Source: an optimization exercise on an open RTL-to-GDS flow (aim: small area, a short achievable clock period and few clock cycles). Production flows keep margins and buffers that such runs may drop.
Power figures rest on the tool's default switching activity, not on a simulated workload.

==> flow/design.v (excerpt) <==
module servo_bus_status_frame_parser_core (
    input  logic                            i_clk,
    input  logic                            i_rst_n,
    input  logic                            i_cfg_we,
    input  logic [sbsp_pkg::CFG_IDX_W-1:0]  i_cfg_idx,
    input  logic [sbsp_pkg::CFG_DATA_W-1:0] i_cfg_data,
    input  logic                            i_rx_valid,
    output logic                            o_rx_ready,
    input  logic [sbsp_pkg::BYTE_W-1:0]     i_rx_byte,
    output logic                            o_res_valid,
    input  logic                            i_res_ready,
    output logic [1:0]                      o_res_status,
    output logic [sbsp_pkg::BYTE_W-1:0]     o_res_servo_id,
    output logic [sbsp_pkg::BYTE_W-1:0]     o_res_error_byte,
    output logic                            o_res_data_valid,
    output logic [sbsp_pkg::BYTE_W-1:0]     o_res_data_byte,
    output logic [sbsp_pkg::PAR_W-1:0]      o_res_data_index,
    output logic                            o_res_last
);
    localparam int QD = 2;                  
    localparam int QW = 1;
    logic [BYTE_W-1:0] r_scan_limit, n_scan_limit;
    logic [LEN_W-1:0]  r_max_length;
    always_comb begin
        n_scan_limit = r_scan_limit;
        if (!i_rst_n)                                     n_scan_limit = SCAN_LIMIT_RST;
        else if (i_cfg_we && i_cfg_idx == CFG_SCAN_LIMIT) n_scan_limit = i_cfg_data;
    end
    always_ff @(posedge i_clk) begin
        r_scan_limit <= n_scan_limit;
        if (!i_rst_n)                                     r_max_length <= MAX_LENGTH_RST;
        else if (i_cfg_we && i_cfg_idx == CFG_MAX_LENGTH) r_max_length <= i_cfg_data[LEN_W-1:0];
    end
    logic              r_rdy;
    logic              acc;                  
    logic [BYTE_W-1:0] rxb;
    assign o_rx_ready = r_rdy;
    assign acc        = i_rx_valid && r_rdy;
    assign rxb        = i_rx_byte;
    logic r_ph_h, r_ph_i, r_ph_l, r_ph_e, r_ph_p, r_ph_c;
  ...
Size in the first run: ~1,700 cells after synthesis, roughly 600 flip-flops, roughly 58 I/O pins.
export LEC_CHECK = 0
export CAP_MARGIN = 20
export CORE_MARGIN = 2
export CORE_UTILIZATION = 40
export CTS_CLUSTER_DIAMETER = 100
export CTS_CLUSTER_SIZE = 24
export PLACE_DENSITY = 0.6
export SETUP_SLACK_MARGIN = 3.0
export SLEW_MARGIN = 20
create_clock -name core_clock -period 5.0 [get_ports {i_clk}]
standard.sh (not shown) runs the stock make flow with config.mk's settings and CLKGATE_MAP_FILE= SYNTH_SCRIPT=/design/flow/synth_recipe.tcl, a recipe that flattens the netlist after the stock synthesis.
==> flow/flow/run.sh <==
#!/bin/bash
# The standard layout, with the port buffers made from buf_2 cells instead of the
# slower cells buffer_ports picks by itself. Each tool's full output goes to its own log.
set -euo pipefail
bash standard.sh BUFFER_PORTS_ARGS="-buffer_cell sky130_fd_sc_hd__buf_2" finish > standard_flow.log 2>&1
The baseline passed the timing, DRC and antenna checks.
Then changed:
--- a/flow/design.v
+++ b/flow/design.v
@@ -428,32 +428,44 @@
         else             r_occ <= r_occ + {5'd0, buf_we} - {5'd0, r_rd};
     end
     logic          e0, e1;    
     logic          w0, w1;    
     logic          hit1;      
     logic          lim_small;
     logic          q_ok;
     logic          b_ok;
-    logic [QW+1:0] q_need;
-    assign hit1      = ({1'b0, r_sc} + 9'd1) >= {1'b0, r_scan_limit};
+    logic r_near;
+    always_ff @(posedge i_clk) begin
+        if (!i_rst_n) r_near <= 1'b1;
+        else          r_near <= i_cfg_we || (({1'b0, r_sc} + 9'd2) >= {1'b0, r_scan_limit});
+    end
+    assign hit1      = r_near;
     assign lim_small = (r_scan_limit <= 8'd1) || i_cfg_we;
     assign e0        = acc && (r_ph_c || (r_ph_e && r_lbad) || (r_ph_h && hit));
     assign w0        = buf_we;
     always_comb begin
         if (acc) begin
             e1 = (r_ph_p && r_cz) || (r_ph_e && !r_lbad && r_l2) || r_ph_l || (r_ph_h && hit1);
             w1 = (r_ph_p && !r_cz) || (r_ph_e && !r_lbad && !r_l2);
         end else begin
             e1 = r_ph_c || (r_ph_e && r_lbad) || (r_ph_h && hit);
             w1 = r_ph_p;
         end
     end
     logic [QW:0] q_cnt;
     assign q_cnt  = r_qn + {{QW{1'b0}}, r_pushd};
-    assign q_need = {1'b0, q_cnt} + (lim_small ? (QW+2)'(2) : (QW+2)'(e0) + (QW+2)'(e1));
-    assign q_ok   = q_need <= (QW+2)'(QD) + (QW+2)'(pop);
-    assign b_ok   = ({1'b0, r_occ} + 7'(w0) + 7'(w1)) <= 7'(MAX_PARAMS);
+    logic q_le1, q_le2;       
+    assign q_le1 = (q_cnt <= (QW+1)'(QD - 1)) || pop;
+    assign q_le2 = (q_cnt <= (QW+1)'(QD - 2)) || (pop && q_cnt <= (QW+1)'(QD - 1));
+    always_comb begin
+        if (lim_small || (e0 && e1)) q_ok = q_le2;
+        else if (e0 || e1)           q_ok = q_le1;
+        else                         q_ok = 1'b1;
+        if (w0 && w1)                b_ok = (r_occ <= 6'd46);
+        else if (w0 || w1)           b_ok = (r_occ <= 6'd47);
+        else                         b_ok = 1'b1;
+    end
     always_ff @(posedge i_clk) begin
         if (!i_rst_n) r_rdy <= 1'b0;
         else          r_rdy <= q_ok && b_ok;
     end
 endmodule
Outcome:
- wire length rose by a few percent
- global-route usage goes up by 0.39 points
- setup slack is better by 1.2 ns
- cell count goes up slightly
- core utilization is higher by 0.61 points
- clock skew went up by 0.0037 ns
- combinational power falls by a few percent
- clock power increases by a little under a tenth
No run of this note included a check of the RTL's function; only the layout flow was run.

## static timing again, ports no longer ideal
In the flow no input, the clock included, has a driving cell. The finished layouts below were timed again as built, in two steps. Step 1 assumes that a clkbuf_16 drives the clock port and a buf_2 every other input. Step 2 adds t to the input delays and takes it off the output delays; t is the mean of the earliest and latest rising clock arrival at the registers after step 1. Input paths then give back, and output paths get back, about the clock's delay inside the block. Three values: no drivers, after step 1, after step 2; two values: the first two.
run	t (ns)	setup slack, ns	hold slack, ns	worst setup path at the end
the first run	0.665	1.516 / 1.516 / 1.414	0.461 / 0.461 / 0.461	input to register
the second run	0.688	2.735 / 2.676 / 2.060	0.471 / 0.471 / 0.471	input to register
After both steps every run listed still meets setup and hold. The setup slack of the second run, which loses most, moves by -0.059 ns with the drivers and by -0.675 ns with both steps.
